This design comes from an exercise in tuning for small area, a short achievable clock period and few clock cycles per item on the open sky130 flow, not from production work. Function was checked by simulation only, so behaviour that the tests miss may differ from the original. Power and IR drop assume default switching activity.

==> flow/design.v, too long to show whole: its modules and the start of the top module <==
// module fp_classify: 22 lines
// module fp_sig_tree_a: 918 lines
// module fp_sig_tree_b: 39 lines
// module fp_sig_lowc: 92 lines
// module fp_sig_add: 284 lines
// module fp_mult_unit: 117 lines
module fp_mult_unit
(
    input  logic                clk,
    input  logic                rst_n,
    input  logic                clk_en,
    input  logic                start,
    input  logic [FP_WIDTH-1:0] dataa,
    input  logic [FP_WIDTH-1:0] datab,
    output logic [FP_WIDTH-1:0] result,
    output logic                done,
    output logic                busy
);
  // ...
==> flow/flow/run.sh <==
#!/bin/bash
# Own layout flow: the standard flow, with three changes.
#  1. The ports are buffered with buf_4 instead of the buffer buffer_ports
#     picks by default (the inputs fan out straight into the multiplier).
#  2. Between synthesis and floorplan, flow/fixinv.py re-polarises the full
#     adders of the standard synthesis (a full adder is self-dual) so that
#     fewer inverters sit between them; registers and logic function are
#     unchanged.
#  3. After synthesis, the slow low-power inverters and delay buffers are kept
#     out of the resizer's choices.
set -euo pipefail
cd "$(dirname "$0")/.."
export BUFFER_PORTS_ARGS="-buffer_cell sky130_fd_sc_hd__buf_4"
R=orfs/results/sky130hd/fp_mult_unit/base
bash standard.sh synth > synth.log 2>&1
cp $R/1_2_yosys.v 1_2_yosys.standard.v
python3 flow/fixinv.py 1_2_yosys.standard.v 1_2_yosys.fixinv.v > fixinv.log 2>&1
cp 1_2_yosys.fixinv.v $R/1_2_yosys.v
rm -f $R/1_synth.odb $R/1_synth.sdc
export DONT_USE_CELLS="sky130_fd_sc_hd__clkinvlp_2 sky130_fd_sc_hd__clkinvlp_4 sky130_fd_sc_hd__clkdlybuf4s15_1 sky130_fd_sc_hd__clkdlybuf4s15_2 sky130_fd_sc_hd__clkdlybuf4s18_1 sky130_fd_sc_hd__clkdlybuf4s18_2 sky130_fd_sc_hd__clkdlybuf4s25_1 sky130_fd_sc_hd__clkdlybuf4s25_2 sky130_fd_sc_hd__clkdlybuf4s50_1 sky130_fd_sc_hd__clkdlybuf4s50_2"
bash standard.sh > layout.log 2>&1
==> flow/flow/fixinv.py <==
#!/usr/bin/env python3
"""Re-polarise full adders in a Yosys netlist to remove inverters between them.

A full adder is self-dual: FA(~a, ~b, ~c) = (~cout, ~sum). Flipping a full
adder therefore complements what its output nets carry and what its input pins
expect, without changing the function of the design. Every inverter is first
dissolved into its source signal; a local search then chooses the full adders
to flip so that the fewest signals need their complement, and one inverter is
rebuilt for each signal that still does.

usage: fixinv.py IN.v OUT.v
"""
import re
import sys
from collections import defaultdict

src = open(sys.argv[1]).read()
m = re.search(r'\n(\s*sky130_fd_sc_hd__\w+\s+\S+\s*\()', src)
head_end = m.start() + 1
end = src.rindex('endmodule')
head = src[:head_end]
body = src[head_end:end]

cell_re = re.compile(r'\s*(sky130_fd_sc_hd__\w+)\s+(\S+)\s*\((.*?)\);', re.S)
pin_re = re.compile(r'\.(\w+)\(([^()]*)\)')
cells = []
pos = 0
for mm in cell_re.finditer(body):
    assert body[pos:mm.start()].strip() == '', body[pos:mm.start()][:200]
    pos = mm.end()
    typ, name, conn = mm.groups()
    pins = [(p, n.strip()) for p, n in pin_re.findall(conn)]
    cells.append([typ, name, pins])
assert body[pos:].strip() == ''

OUTS = {'X', 'Y', 'SUM', 'COUT', 'Q', 'Q_N', 'HI', 'LO'}
INV = re.compile(r'sky130_fd_sc_hd__(clk)?inv_\d+$')
FA = re.compile(r'sky130_fd_sc_hd__fa_\d+$')

driver = {}
for i, (typ, name, pins) in enumerate(cells):
    for p, n in pins:
        if p in OUTS:
            driver[n] = (i, p)

# logical literal of each net: (root net, polarity); inverters collapse
lit_cache = {}


def lit(n):
    if n in lit_cache:
        return lit_cache[n]
    d = driver.get(n)
    if d is not None and INV.match(cells[d[0]][0]):
        a = dict(cells[d[0]][2])['A']
        r, p = lit(a)
        res = (r, p ^ 1)
    else:
        res = (n, 0)
    lit_cache[n] = res
    return res


outports = set()
for mm in re.finditer(r'^\s*output\s+(\[(\d+):(\d+)\]\s+)?(\w+);', head, re.M):
    if mm.group(1):
        hi, lo = int(mm.group(2)), int(mm.group(3))
        for b in range(min(hi, lo), max(hi, lo) + 1):
            outports.add(f'{mm.group(4)}[{b}]')
    else:
        outports.add(mm.group(4))

inv_cells = [i for i, c in enumerate(cells) if INV.match(c[0])]
fa_cells = [i for i, c in enumerate(cells) if FA.match(c[0])]
is_fa = set(fa_cells)

# loads: (cell index or None for a port, pin, root, polarity demanded)
loads = defaultdict(list)
for i, (typ, name, pins) in enumerate(cells):
    if INV.match(typ):
        continue
    for p, n in pins:
        if p in OUTS:
            continue
        r, pol = lit(n)
        loads[r].append((i, p, pol))
for n in outports:
    r, pol = lit(n)
    if (r, pol) != (n, 0):
        loads[r].append((None, n, pol))

flip = defaultdict(int)        # FA index -> 1 if flipped


def root_flip(r):
    d = driver.get(r)
    if d is not None and d[0] in is_fa:
        return flip[d[0]]
    return 0


def needs_inv(r):
    x = root_flip(r)
    for (ci, p, pol) in loads[r]:
        want = pol ^ (flip[ci] if ci in is_fa else 0)
        if want != x:
            return True
    return False


# signals touching each FA (its outputs and inputs' roots)
fa_sigs = {}
for i in fa_cells:
    s = set()
    for p, n in cells[i][2]:
        if p in OUTS:
            s.add(n)
        else:
            s.add(lit(n)[0])
    fa_sigs[i] = s


def cost(sigs):
    return sum(needs_inv(r) for r in sigs)


before = sum(needs_inv(r) for r in list(loads))
import random
random.seed(1)
cur = sum(needs_inv(r) for r in list(loads))
best = cur
best_flip = dict(flip)
T = 2.0
steps = 60000
rounds = steps
for k in range(steps):
    T = 2.0 * (1 - k / steps) + 0.01
    i = random.choice(fa_cells)
    sig = fa_sigs[i]
    c0 = cost(sig)
    flip[i] ^= 1
    c1 = cost(sig)
    d = c1 - c0
    if d <= 0 or random.random() < pow(2.718, -d / T):
        cur += d
        if cur < best:
            best = cur
            best_flip = dict(flip)
    else:
        flip[i] ^= 1
flip.clear()
flip.update(best_flip)
after = sum(needs_inv(r) for r in list(loads))
sys.stderr.write(f'fixinv: {len(inv_cells)} inverters, {len(fa_cells)} full adders; '
                 f'signals needing a complement {before} -> {after}; '
                 f'{sum(flip.values())} adders flipped in {rounds} rounds\n')

# rebuild: reuse the old inverter instance/net names where possible
inv_of = {}            # root -> (inst name, out net) of an existing inverter on it
for i in inv_cells:
    a = dict(cells[i][2])['A']
    y = dict(cells[i][2])['Y']
    r, pol = lit(y)
    if pol == 1 and r not in inv_of and lit(a) == (r, 0):
        inv_of[r] = (cells[i][1], y, cells[i][0])

new_cells = []
extra_wires = []
made = {}
cnt = [0]


def phys(r, want):
    """net carrying literal (r, want) after flipping"""
    if want == root_flip(r):
        return r
    if r not in made:
        if r in inv_of:
            name, y, typ = inv_of[r]
        else:
            cnt[0] += 1
            name, y, typ = f'fixinv_{cnt[0]}', f'fixinv_n{cnt[0]}', 'sky130_fd_sc_hd__inv_1'
            extra_wires.append(y)
        made[r] = (name, y, typ)
    return made[r][1]


port_assigns = []
for i, (typ, name, pins) in enumerate(cells):
    if INV.match(typ):
        continue
    f = flip[i] if i in is_fa else 0
    newpins = []
    for p, n in pins:
        if p in OUTS:
            newpins.append((p, n))
        else:
            r, pol = lit(n)
            newpins.append((p, phys(r, pol ^ f)))
    new_cells.append((typ, name, newpins))

# output ports that were driven through inverters
for n in sorted(outports):
    r, pol = lit(n)
    if (r, pol) == (n, 0):
        continue
    d = driver.get(n)
    # keep the port's own driver: an inverter (or buffer chain) from the root
    want = pol
    if want == root_flip(r):
        # port carries the root's value as-is: use a buffer to keep the port net
        new_cells.append(('sky130_fd_sc_hd__buf_1', f'fixinv_pb{len(new_cells)}', [('A', r), ('X', n)]))
    else:
        new_cells.append(('sky130_fd_sc_hd__inv_1', f'fixinv_pi{len(new_cells)}', [('A', r), ('Y', n)]))

for r, (name, y, typ) in made.items():
    new_cells.append((typ, name, [('A', r), ('Y', y)]))

# nets that no longer exist keep their declarations (harmless); add new ones
out = [head]
for w in extra_wires:
    out.append(f'  wire {w};\n')
def esc(n):
    return n + ' ' if n.startswith('\\') else n


for typ, name, pins in new_cells:
    out.append(f'  {typ} {esc(name)} (\n' + ',\n'.join(f'    .{p}({esc(n)})' for p, n in pins) + '\n  );\n')
out.append('endmodule\n')
open(sys.argv[2], 'w').write(''.join(out))
sys.stderr.write(f'fixinv: {len(made)} inverters rebuilt\n')
==> flow/standard.sh <==
#!/bin/bash
# synth_recipe.tcl (not shown) runs the flow's synth.tcl, then flattens the netlist and writes it again
# the make line also repeats each setting of config.mk as NAME=value (left out here)
make -C /OpenROAD-flow-scripts/flow DESIGN_CONFIG=/design/flow/config.mk WORK_HOME=/design/flow/orfs CLKGATE_MAP_FILE= SYNTH_SCRIPT=/design/flow/synth_recipe.tcl "${@:-finish}"
==> flow/config.mk <==
export PLATFORM = sky130hd
export DESIGN_NAME = fp_mult_unit
export DESIGN_NICKNAME = fp_mult_unit
export VERILOG_FILES = /design/flow/design.v
export SDC_FILE = /design/flow/constraint.sdc
export NUM_CORES = 4
export LEC_CHECK = 0
export ABC_AREA = 1
export CAP_MARGIN = 20
export CORE_MARGIN = 2
export CORE_UTILIZATION = 60
export PLACE_DENSITY = 0.7
export SETUP_SLACK_MARGIN = 5
export SLEW_MARGIN = 20
==> flow/constraint.sdc <==
create_clock -name core_clock -period 12.0 [get_ports {clk}]
set_input_delay 2.4000 -clock core_clock [delete_from_list [all_inputs] [get_ports {clk}]]
set_output_delay 2.4000 -clock core_clock [all_outputs]
set_load 0.01 [all_outputs]
==> results.py, run 1 <==
metrics = {
    "status": {
        "result_of_the_run": "no timing/DRC/antenna violations",
    },
    "global_routing": {
        "overflow": 0,
        "gr-usage-met3_pct": 10.3,
        "grt_util_met2_pct": 53.6,
        "gr-usage-met1_pct": 53.4,
    },
    "finish": {
        "registers.top_by_ff_count": "q_q",
        "fraction_of_area_in_multi_input_gates_pct": 73.4,
        "layout-drive-gt1-share_pct": 9.00,
        "filler_cell_count": 2611,
        "largestRegisters": "q_q: 53 flops, e0_q: 10 flops, g_q: 3 flops",
        "design.final.nets": 2606,
        "most_common_cell_after_layout_fill_and_taps_aside": "xor2_1",
        "instances_no_fill": 2567,
    },
    "timing": {
        "slew_violations": 0,
        "fin_tns_setup_ps": 0,
        "finalHoldViolCount": 0,
        "report.final.setup_viol": 0,
        "final.min_clock_period_ps": 6920,
        "holdWs_ps": 541,
        "max_freq_mhz": 145,
    },
    "floorplan": {
        "dieWidth_um": 178,
        "start_util_pct": 61.0,
    },
    "detailed_routing": {
        "dr_wl_met3_um": 7710,
        "wirelength_um": 57600,
        "routedWlPerCell_um": 22.4,
        "drt_drc_violations_left": 0,
        "detail_route.vias_per_cell": 6.38,
        "m1WireLength_um": 23700,
    },
    "power": {
        "switching_share_pct": 54.6,
        "largestPowerGroup": "combinational cells",
        "seq_power_share_pct": 11.4,
        "combinational_share_of_power_pct": 83.7,
        "power.density_mw_per_mm2": 288,
    },
    "synthesis": {
        "synth.cell_area_mm2": 0.0181,
        "synth.avg_cell_area_um2": 8.34,
        "synth.net_count": 2601,
    },
    "cts": {
        "clk-insertion-delay-late_ps": 360,
        "clockBufferDepth": 2,
    },
    "critical_path": {
        "crit_path_end_kind": "register",
        "cp-endpoint": "g_q[2]",
        "crit_arrival_ps": 7060,
    },
    "placement": {
        "place_congestion": 0.930,
        "placed_cells": 2550,
    },
    "min_path": {
        "min_path_cells": 1,
    },
}
Testbench counts, summed over its fixed seeds: cycles 8,000, items 8,000.
==> module fp_sig_lowc, before the edit <==
module fp_sig_lowc
(
    input  logic [21:0]     s,
    input  logic [21:0]     c,
    output logic [2:0] g,
    output logic [2:0] p
);
    wire lg0 = s[0] & c[0];
    wire lp0 = s[0] ^ c[0];
    wire lg1 = s[1] & c[1];
    wire lp1 = s[1] ^ c[1];
    wire lg2 = s[2] & c[2];
    wire lp2 = s[2] ^ c[2];
    wire lg3 = s[3] & c[3];
    wire lp3 = s[3] ^ c[3];
    wire lg4 = s[4] & c[4];
    wire lp4 = s[4] ^ c[4];
    wire lg5 = s[5] & c[5];
    wire lp5 = s[5] ^ c[5];
    wire lg6 = s[6] & c[6];
    wire lp6 = s[6] ^ c[6];
    wire lg7 = s[7] & c[7];
    wire lp7 = s[7] ^ c[7];
    wire lg8 = s[8] & c[8];
    wire lp8 = s[8] ^ c[8];
    wire lg9 = s[9] & c[9];
    wire lp9 = s[9] ^ c[9];
    wire lg10 = s[10] & c[10];
    wire lp10 = s[10] ^ c[10];
    wire lg11 = s[11] & c[11];
    wire lp11 = s[11] ^ c[11];
    wire lg12 = s[12] & c[12];
    wire lp12 = s[12] ^ c[12];
    wire lg13 = s[13] & c[13];
    wire lp13 = s[13] ^ c[13];
    wire lg14 = s[14] & c[14];
    wire lp14 = s[14] ^ c[14];
    wire lg15 = s[15] & c[15];
    wire lp15 = s[15] ^ c[15];
    wire lg16 = s[16] & c[16];
    wire lp16 = s[16] ^ c[16];
    wire lg17 = s[17] & c[17];
    wire lp17 = s[17] ^ c[17];
    wire lg18 = s[18] & c[18];
    wire lp18 = s[18] ^ c[18];
    wire lg19 = s[19] & c[19];
    wire lp19 = s[19] ^ c[19];
    wire lg20 = s[20] & c[20];
    wire lp20 = s[20] ^ c[20];
    wire lg21 = s[21] & c[21];
    wire lp21 = s[21] ^ c[21];
    wire bg14_15 = lg15 | (lp15 & lg14);
    wire bp14_15 = lp15 & lp14;
    wire bg12_13 = lg13 | (lp13 & lg12);
    wire bp12_13 = lp13 & lp12;
    wire bg12_15 = bg14_15 | (bp14_15 & bg12_13);
    wire bp12_15 = bp14_15 & bp12_13;
    wire bg10_11 = lg11 | (lp11 & lg10);
    wire bp10_11 = lp11 & lp10;
    wire bg8_9 = lg9 | (lp9 & lg8);
    wire bp8_9 = lp9 & lp8;
    wire bg8_11 = bg10_11 | (bp10_11 & bg8_9);
    wire bp8_11 = bp10_11 & bp8_9;
    wire bg8_15 = bg12_15 | (bp12_15 & bg8_11);
    wire bp8_15 = bp12_15 & bp8_11;
    wire bg6_7 = lg7 | (lp7 & lg6);
    wire bp6_7 = lp7 & lp6;
    wire bg4_5 = lg5 | (lp5 & lg4);
    wire bp4_5 = lp5 & lp4;
    wire bg4_7 = bg6_7 | (bp6_7 & bg4_5);
    wire bp4_7 = bp6_7 & bp4_5;
    wire bg2_3 = lg3 | (lp3 & lg2);
    wire bp2_3 = lp3 & lp2;
    wire bg0_1 = lg1 | (lp1 & lg0);
    wire bp0_1 = lp1 & lp0;
    wire bg0_3 = bg2_3 | (bp2_3 & bg0_1);
    wire bp0_3 = bp2_3 & bp0_1;
    wire bg0_7 = bg4_7 | (bp4_7 & bg0_3);
    wire bp0_7 = bp4_7 & bp0_3;
    wire bg0_15 = bg8_15 | (bp8_15 & bg0_7);
    wire bp0_15 = bp8_15 & bp0_7;
    wire bg18_19 = lg19 | (lp19 & lg18);
    wire bp18_19 = lp19 & lp18;
    wire bg16_17 = lg17 | (lp17 & lg16);
    wire bp16_17 = lp17 & lp16;
    wire bg16_19 = bg18_19 | (bp18_19 & bg16_17);
    wire bp16_19 = bp18_19 & bp16_17;
    wire bg20_21 = lg21 | (lp21 & lg20);
    wire bp20_21 = lp21 & lp20;
    assign g = {bg20_21, bg16_19, bg0_15};
    assign p = {bp20_21, bp16_19, bp0_15};
endmodule
==> module fp_mult_unit, before the edit <==
module fp_mult_unit
(
    input  logic                clk,
    input  logic                rst_n,
    input  logic                clk_en,
    input  logic                start,
    input  logic [FP_WIDTH-1:0] dataa,
    input  logic [FP_WIDTH-1:0] datab,
    output logic [FP_WIDTH-1:0] result,
    output logic                done,
    output logic                busy
);
    function automatic [4:0] tz24(input [22:0] f);
        integer i;
        begin
            tz24 = 5'd23;
            for (i = 22; i >= 0; i = i - 1)
                if (f[i]) tz24 = i[4:0];
        end
    endfunction
    fp_pkg::fp_unpacked_t   ua_c, ub_c;
    logic [52:0]      q_c;             
    logic [21:0]            slo_c, clo_c;    
    logic [2:0]        g_c, p_c;        
    logic [5:0]             tz_c;
    logic                   nan_c, inf_c, zero_c;
    logic [52:0]      q_q;             
    logic [2:0]        g_q, p_q;        
    logic                   sign_q;          
    logic                   nan_q, inf_q, zero_q;    
    logic signed [9:0]      e0_q;            
    logic                   tie0_q, tie1_q;  
    logic                   done_q;
    logic [47:22]           s_q, c_q;        
    logic                   c22_c;           
    logic                   cin0_c, cin1_c, q0_23_c, n_c;
    logic [23:0]            u0_c, u1_c;      
    logic [23:0]            q0u_c, q1u_c;    
    logic signed [9:0]      e1_c;
    logic                   ovf0_c, unf0_c, ovf1_c, unf1_c;
    logic [FP_WIDTH-1:0]    r0_c, r1_c;
    fp_classify u_cls_a (.op(dataa), .unp(ua_c));
    fp_classify u_cls_b (.op(datab), .unp(ub_c));
    fp_sig_tree_a u_tree_a (.fa(dataa[22:0]), .fb(datab[22:0]), .q(q_c), .s(slo_c), .c(clo_c));
    fp_sig_lowc   u_lowc   (.s(slo_c), .c(clo_c), .g(g_c), .p(p_c));
    always_comb begin
        nan_c  = ua_c.cls == FP_NAN || ub_c.cls == FP_NAN ||
                 (ua_c.cls == FP_INF  && ub_c.cls == FP_ZERO) ||
                 (ua_c.cls == FP_ZERO && ub_c.cls == FP_INF);
        inf_c  = ua_c.cls == FP_INF || ub_c.cls == FP_INF;
        zero_c = ua_c.cls == FP_ZERO || ub_c.cls == FP_ZERO;
        tz_c   = 6'(tz24(dataa[22:0])) + 6'(tz24(datab[22:0]));
    end
    always_ff @(posedge clk) begin
        if (clk_en) begin
            q_q    <= q_c;
            g_q    <= g_c;
            p_q    <= p_c;
            sign_q <= ua_c.sign ^ ub_c.sign;
            nan_q  <= nan_c;
            inf_q  <= inf_c;
            zero_q <= zero_c;
            e0_q   <= $signed(10'(ua_c.exp)) + $signed(10'(ub_c.exp)) - 10'sd127;
            tie0_q <= (tz_c == 6'd22);
            tie1_q <= (tz_c == 6'd23);
        end
    end
    always_ff @(posedge clk or negedge rst_n) begin
        if (!rst_n)
            done_q <= 1'b0;
        else if (clk_en)
            done_q <= start;
    end
    fp_sig_tree_b u_tree_b (.q(q_q), .s(s_q), .c(c_q));
    fp_sig_add    u_add    (.s({s_q, 22'd0}), .c({c_q, 22'd0}), .u0(u0_c), .u1(u1_c));
    assign c22_c = ((g_q[2] | (p_q[2] & g_q[1])) | ((p_q[2] & p_q[1]) & g_q[0]));
    always_comb begin
        cin0_c  = c22_c ? (s_q[23] | (s_q[22] & c_q[22])) : (s_q[23] & (s_q[22] | c_q[22]));
        cin1_c  = c22_c ? (s_q[23] | s_q[22] | c_q[22])   : (s_q[23] | (s_q[22] & c_q[22]));
        q0_23_c = c22_c ? ~(s_q[23] ^ (s_q[22] & c_q[22])) : (s_q[23] ^ (s_q[22] | c_q[22]));
        e1_c    = e0_q + 10'sd1;
        ovf0_c  = (e0_q >= 10'sd255);
        unf0_c  = (e0_q <= 10'sd0);
        ovf1_c  = (e1_c >= 10'sd255);
        unf1_c  = (e1_c <= 10'sd0);
        q0u_c   = cin0_c ? u1_c : u0_c;
        q1u_c   = cin1_c ? u1_c : u0_c;
        n_c     = q0u_c[23];
        if (nan_q)
            r0_c = QNAN;
        else if (inf_q)
            r0_c = {sign_q, {EXP_WIDTH{1'b1}}, {MAN_WIDTH{1'b0}}};
        else if (zero_q)
            r0_c = {sign_q, {(FP_WIDTH-1){1'b0}}};
        else if (ovf0_c)
            r0_c = {sign_q, {EXP_WIDTH{1'b1}}, {MAN_WIDTH{1'b0}}};
        else if (unf0_c)
            r0_c = {sign_q, {(FP_WIDTH-1){1'b0}}};
        else
            r0_c = {sign_q, e0_q[EXP_WIDTH-1:0], q0u_c[21:0], q0_23_c & ~tie0_q};
        if (nan_q)
            r1_c = QNAN;
        else if (inf_q)
            r1_c = {sign_q, {EXP_WIDTH{1'b1}}, {MAN_WIDTH{1'b0}}};
        else if (zero_q)
            r1_c = {sign_q, {(FP_WIDTH-1){1'b0}}};
        else if (ovf1_c)
            r1_c = {sign_q, {EXP_WIDTH{1'b1}}, {MAN_WIDTH{1'b0}}};
        else if (unf1_c)
            r1_c = {sign_q, {(FP_WIDTH-1){1'b0}}};
        else
            r1_c = {sign_q, e1_c[EXP_WIDTH-1:0], q1u_c[22:1], q1u_c[0] & ~tie1_q};
    end
    assign result = n_c ? r1_c : r0_c;
    assign done   = done_q;
    assign busy   = done_q;
endmodule
==> run 2, diff against run 1 <==
--- a/flow/design.v
+++ b/flow/design.v
@@ -1013,8 +1013,8 @@
 (
     input  logic [21:0]     s,
     input  logic [21:0]     c,
-    output logic [2:0] g,
-    output logic [2:0] p
+    output logic [3:0] g,
+    output logic [3:0] p
 );
     wire lg0 = s[0] & c[0];
     wire lp0 = s[0] ^ c[0];
@@ -1096,10 +1096,8 @@
     wire bp16_17 = lp17 & lp16;
     wire bg16_19 = bg18_19 | (bp18_19 & bg16_17);
     wire bp16_19 = bp18_19 & bp16_17;
-    wire bg20_21 = lg21 | (lp21 & lg20);
-    wire bp20_21 = lp21 & lp20;
-    assign g = {bg20_21, bg16_19, bg0_15};
-    assign p = {bp20_21, bp16_19, bp0_15};
+    assign g = {lg21, lg20, bg16_19, bg0_15};
+    assign p = {lp21, lp20, bp16_19, bp0_15};
 endmodule
 module fp_sig_add
 (
@@ -1408,11 +1406,11 @@
     fp_pkg::fp_unpacked_t   ua_c, ub_c;
     logic [52:0]      q_c;             
     logic [21:0]            slo_c, clo_c;    
-    logic [2:0]        g_c, p_c;        
+    logic [3:0]        g_c, p_c;        
     logic [5:0]             tz_c;
     logic                   nan_c, inf_c, zero_c;
     logic [52:0]      q_q;             
-    logic [2:0]        g_q, p_q;        
+    logic [3:0]        g_q, p_q;        
     logic                   sign_q;          
     logic                   nan_q, inf_q, zero_q;    
     logic signed [9:0]      e0_q;            
@@ -1460,7 +1458,7 @@
     end
     fp_sig_tree_b u_tree_b (.q(q_q), .s(s_q), .c(c_q));
     fp_sig_add    u_add    (.s({s_q, 22'd0}), .c({c_q, 22'd0}), .u0(u0_c), .u1(u1_c));
-    assign c22_c = ((g_q[2] | (p_q[2] & g_q[1])) | ((p_q[2] & p_q[1]) & g_q[0]));
+    assign c22_c = ((g_q[3] | (p_q[3] & g_q[2])) | ((p_q[3] & p_q[2]) & (g_q[1] | (p_q[1] & g_q[0]))));
     always_comb begin
         cin0_c  = c22_c ? (s_q[23] | (s_q[22] & c_q[22])) : (s_q[23] & (s_q[22] | c_q[22]));
         cin1_c  = c22_c ? (s_q[23] | s_q[22] | c_q[22])   : (s_q[23] | (s_q[22] & c_q[22]));
--- a/flow/flow/run.sh
+++ b/flow/flow/run.sh
@@ -6,7 +6,8 @@
 #     adders of the standard synthesis (a full adder is self-dual) so that
 #     fewer inverters sit between them; registers and logic function are
 #     unchanged.
-#  3. After synthesis, the slow low-power inverters and delay buffers are kept
+#  3. Timing repair aims at 5.5 ns of setup slack.
+#  4. After synthesis, the slow low-power inverters and delay buffers are kept
 #     out of the resizer's choices.
 set -euo pipefail
 cd "$(dirname "$0")/.."
@@ -17,5 +18,6 @@
 python3 flow/fixinv.py 1_2_yosys.standard.v 1_2_yosys.fixinv.v > fixinv.log 2>&1
 cp 1_2_yosys.fixinv.v $R/1_2_yosys.v
 rm -f $R/1_synth.odb $R/1_synth.sdc
+export SETUP_SLACK_MARGIN=5.5
 export DONT_USE_CELLS="sky130_fd_sc_hd__clkinvlp_2 sky130_fd_sc_hd__clkinvlp_4 sky130_fd_sc_hd__clkdlybuf4s15_1 sky130_fd_sc_hd__clkdlybuf4s15_2 sky130_fd_sc_hd__clkdlybuf4s18_1 sky130_fd_sc_hd__clkdlybuf4s18_2 sky130_fd_sc_hd__clkdlybuf4s25_1 sky130_fd_sc_hd__clkdlybuf4s25_2 sky130_fd_sc_hd__clkdlybuf4s50_1 sky130_fd_sc_hd__clkdlybuf4s50_2"
 bash standard.sh > layout.log 2>&1
--- a/flow/config.mk
+++ b/flow/config.mk
@@ -10,5 +10,4 @@
 export CORE_MARGIN = 2
 export CORE_UTILIZATION = 60
 export PLACE_DENSITY = 0.7
-export SETUP_SLACK_MARGIN = 5
 export SLEW_MARGIN = 20
==> results.py, run 2 <==
metrics = {
    "critical_path": {
        "worst_path_max_delay_cell": "ha_1",
        "crit_arrival_ps": 6470,
        "r2r_setup_slack_ps": 11220,
        "worst_path_largest_cell_delay_ps": 660,
        "timing.critical_path.cells": "buf_4 -> ha_1 -> inv_1 -> o22ai_1 -> fa_1 -> fa_1 -> fa_1 -> fa_1 -> fa_1",
        "cell_repeated_most_along_the_worst_path": "fa_1",
        "crit_path_end_kind": "register",
        "timing.critical_path.from_type": "input pin",
        "ff2ff_path_depth": 1,
        "r2r_start": "done_q",
        "critical_path.top_delay_family": "adder cells",
        "critPathKind": "input pin to register",
        "r2r_end": "done_q",
        "critPathRequiredTime_ps": 12090,
        "cp_num_buf_inv": 2,
        "worst-path-max-fanout": 15,
    },
    "timing": {
        "report.final.setup_viol": 0,
        "post-route-period-util_pct": 53.2,
        "rsz0062_at_grt": "true",
        "max-slew-margin-rel_pct": 31.9,
        "finalHoldViolCount": 0,
        "finClkSkew_ps": 0,
        "max_freq_mhz": 157,
        "fin_tns_setup_ps": 0,
        "slew_violations": 0,
        "final.min_clock_period_ps": 6380,
        "worst_slew_pin_slew_ps": 1020,
    },
    "status": {
        "result_of_the_run": "no timing/DRC/antenna violations",
    },
    "finish": {
        "layout.cells.most_common_list": "xor2_1 (293), inv_1 (256), o22ai_1 (255), fa_1 (255), nand2_1 (219)",
        "multiInputGateArea_mm2": 0.0145,
        "largest_register_ffs": 53,
        "most_common_cell_after_layout_fill_and_taps_aside": "xor2_1",
        "registers.top_by_ff_count": "q_q",
        "finalCoreUtilization_pct": 67.4,
        "fin_area_mm2": 0.0201,
        "sequential_cell_area_mm2": 0.00231,
        "filler_cell_count": 2490,
        "layout-drive-gt1-share_pct": 11.7,
        "area_delta_synth_final_pct": 10.1,
        "largestRegisters": "q_q: 53 flops, e0_q: 10 flops, g_q: 4 flops",
        "design.final.nets": 2621,
    },
    "cts": {
        "clock_edge_transition_at_the_registers_on_the_reported_setup_and_hold_paths_ps": 70,
        "cts.root.buffer_cell": "clkbuf_16",
        "clk-insertion-delay-late_ps": 360,
        "cts_max_level": 3,
        "clockBufferDepth": 2,
        "cts_inserted_buffers": 9,
        "tritoncts_num_sinks": 77,
        "tritoncts": "yes",
    },
    "floorplan": {
        "boundaryPins": 102,
        "row_count": 63,
        "start_util_pct": 61.2,
        "dieWidth_um": 178,
        "die_h_um": 178,
        "die-area_mm2": 0.0318,
        "fp.coreArea_mm2": 0.0298,
    },
    "placement": {
        "port_buffers": 101,
        "dpl_cell_area_mm2": 0.0192,
        "place_congestion": 0.976,
        "dp_hpwl_um": 43000,
    },
    "detailed_routing": {
        "routed-via-count": 16700,
        "drt_drc_violations_left": 0,
        "detail_route.vias_per_cell": 6.48,
        "wirelength_um": 59900,
        "routedWlPerCell_um": 23.2,
        "drt_pre_antenna_iters": 9,
        "initialDrtViolationCount": 2004,
        "postRouteAntennaNets": 0,
    },
    "min_path": {
        "holdCritPathClass": "register to register",
        "hold_ep": "done_q",
        "min_path_cells": 1,
        "min_from": "done_q",
    },
    "power": {
        "report.power.total_w": 0.00560,
        "power.density_mw_per_mm2": 279,
        "cellLeakagePower_nw": 8.97,
        "highest_ir_drop_seen_on_vdd_v": 0.000213,
    },
    "global_routing": {
        "gr_usage_total_pct": 38.0,
        "maximum_number_of_pins_on_one_net_before_global_route_repair": 60,
        "grt_pass1_wl_um": 91100,
        "grt_pass1_vias": 16200,
        "grt_antenna_before_repair": 0,
        "overflow": 0,
    },
    "synthesis": {
        "synth_warnings": 2,
        "synth.avg_cell_area_um2": 8.43,
        "synth.net_count": 2597,
        "syn-instance-count": 2163,
        "synth.cell_area_mm2": 0.0182,
    },
    "job": {
        "drv.max_cap_violation_count": 0,
    },
}
## run 2: metal layers
| layer | GRT usage, % | share of wire (%) |
|---|---|---|
| met1 | 51.9 | 39 |
| met2 | 55.8 | 42 |
| met3 | 13.7 | 15 |
| met4 | 13.9 | 4.1 |
| met5 | 0 | 0 |
## run 2: worst max path at each step
stage	to	cells after the start	start
floorplan	g_q[1]	16	datab[17]
global placement	q_q[10]	11	datab[21]
detailed placement	q_q[10]	11	datab[21]
CTS	g_q[1]	16	datab[0]
global route	result[0]	17	q_q[0]
finish	q_q[12]	9	datab[21]
## run 2: final cells by class
type / count / share of cell area (%)
multi-input combinational: 1654 / 72.1
sequential: 77 / 11.5
timing repair buffer: 162 / 6.69
inverter: 282 / 5.48
tap: 390 / 2.43
clock buffer: 9 / 1.12
clock inverter: 7 / 0.604
antenna: 3 / 0.0374
timing repair inverter: 1 / 0.0249
## run 2: stage by stage
stage | hold WS, ps | std cells | worst slack [ps]
after floorplan | 573 | 2163 | 5430
after global placement | 518 | 2544 | 4390
after detailed placement | 559 | 2544 | 4250
after CTS | 574 | 2567 | 5500
after global routing | 584 | 2582 | 5470
final | 565 | 2585 | 5620
## run 2: where the power goes
group	leakage, nW	internal (W)	switching, W
clock	0.170	0.000205	0.000124
combinational	8.05	0.00177	0.00283
sequential	0.753	0.000597	0.0000660
total	8.97	0.00258	0.00302
## run 2: what timing repair did
action                     in CTS  in global routing
cloned                          3                  4
hold buffers                    0                  0
buffers inserted                4                 11
pin swaps                       1                  9
setup endpoints to repair      75                 41
resized for setup              46                 44
Testbench counts of run 2, summed over its fixed seeds: cycles 8,000, items 8,000.

## what the ideal ports hide
The results above use ideal ports. As a check the final layouts listed here were re-extracted and re-timed, cells and wires unchanged.
Step 1 assumes that a clkbuf_16 drives the clock port and a buf_2 every other input.
Step 2 adds t to the input delays and takes it off the output delays; t is the mean of the earliest and latest rising clock arrival at the registers after step 1. Input paths then give back, and output paths get back, about the clock's delay inside the block.
a / b / c = ideal / step 1 / step 2; a / b = the first two.
run | shift t [ns] | setup WS [ns] | worst setup path at the end | worst register clock-pin slew, ns | worst slew at a driven data input, ns
run 1 | 0.411 | 5.080 / 5.106 / 4.695 | input to register | 0.08 / 0.08 | 0.04
run 2 | 0.415 | 5.621 / 5.630 / 5.215 | input to register | 0.08 / 0.08 | 0.06
After both steps every run listed still meets setup and hold. For run 2, which loses most, drivers alone change the setup slack by +0.009 ns; drivers and shift together by -0.406 ns.
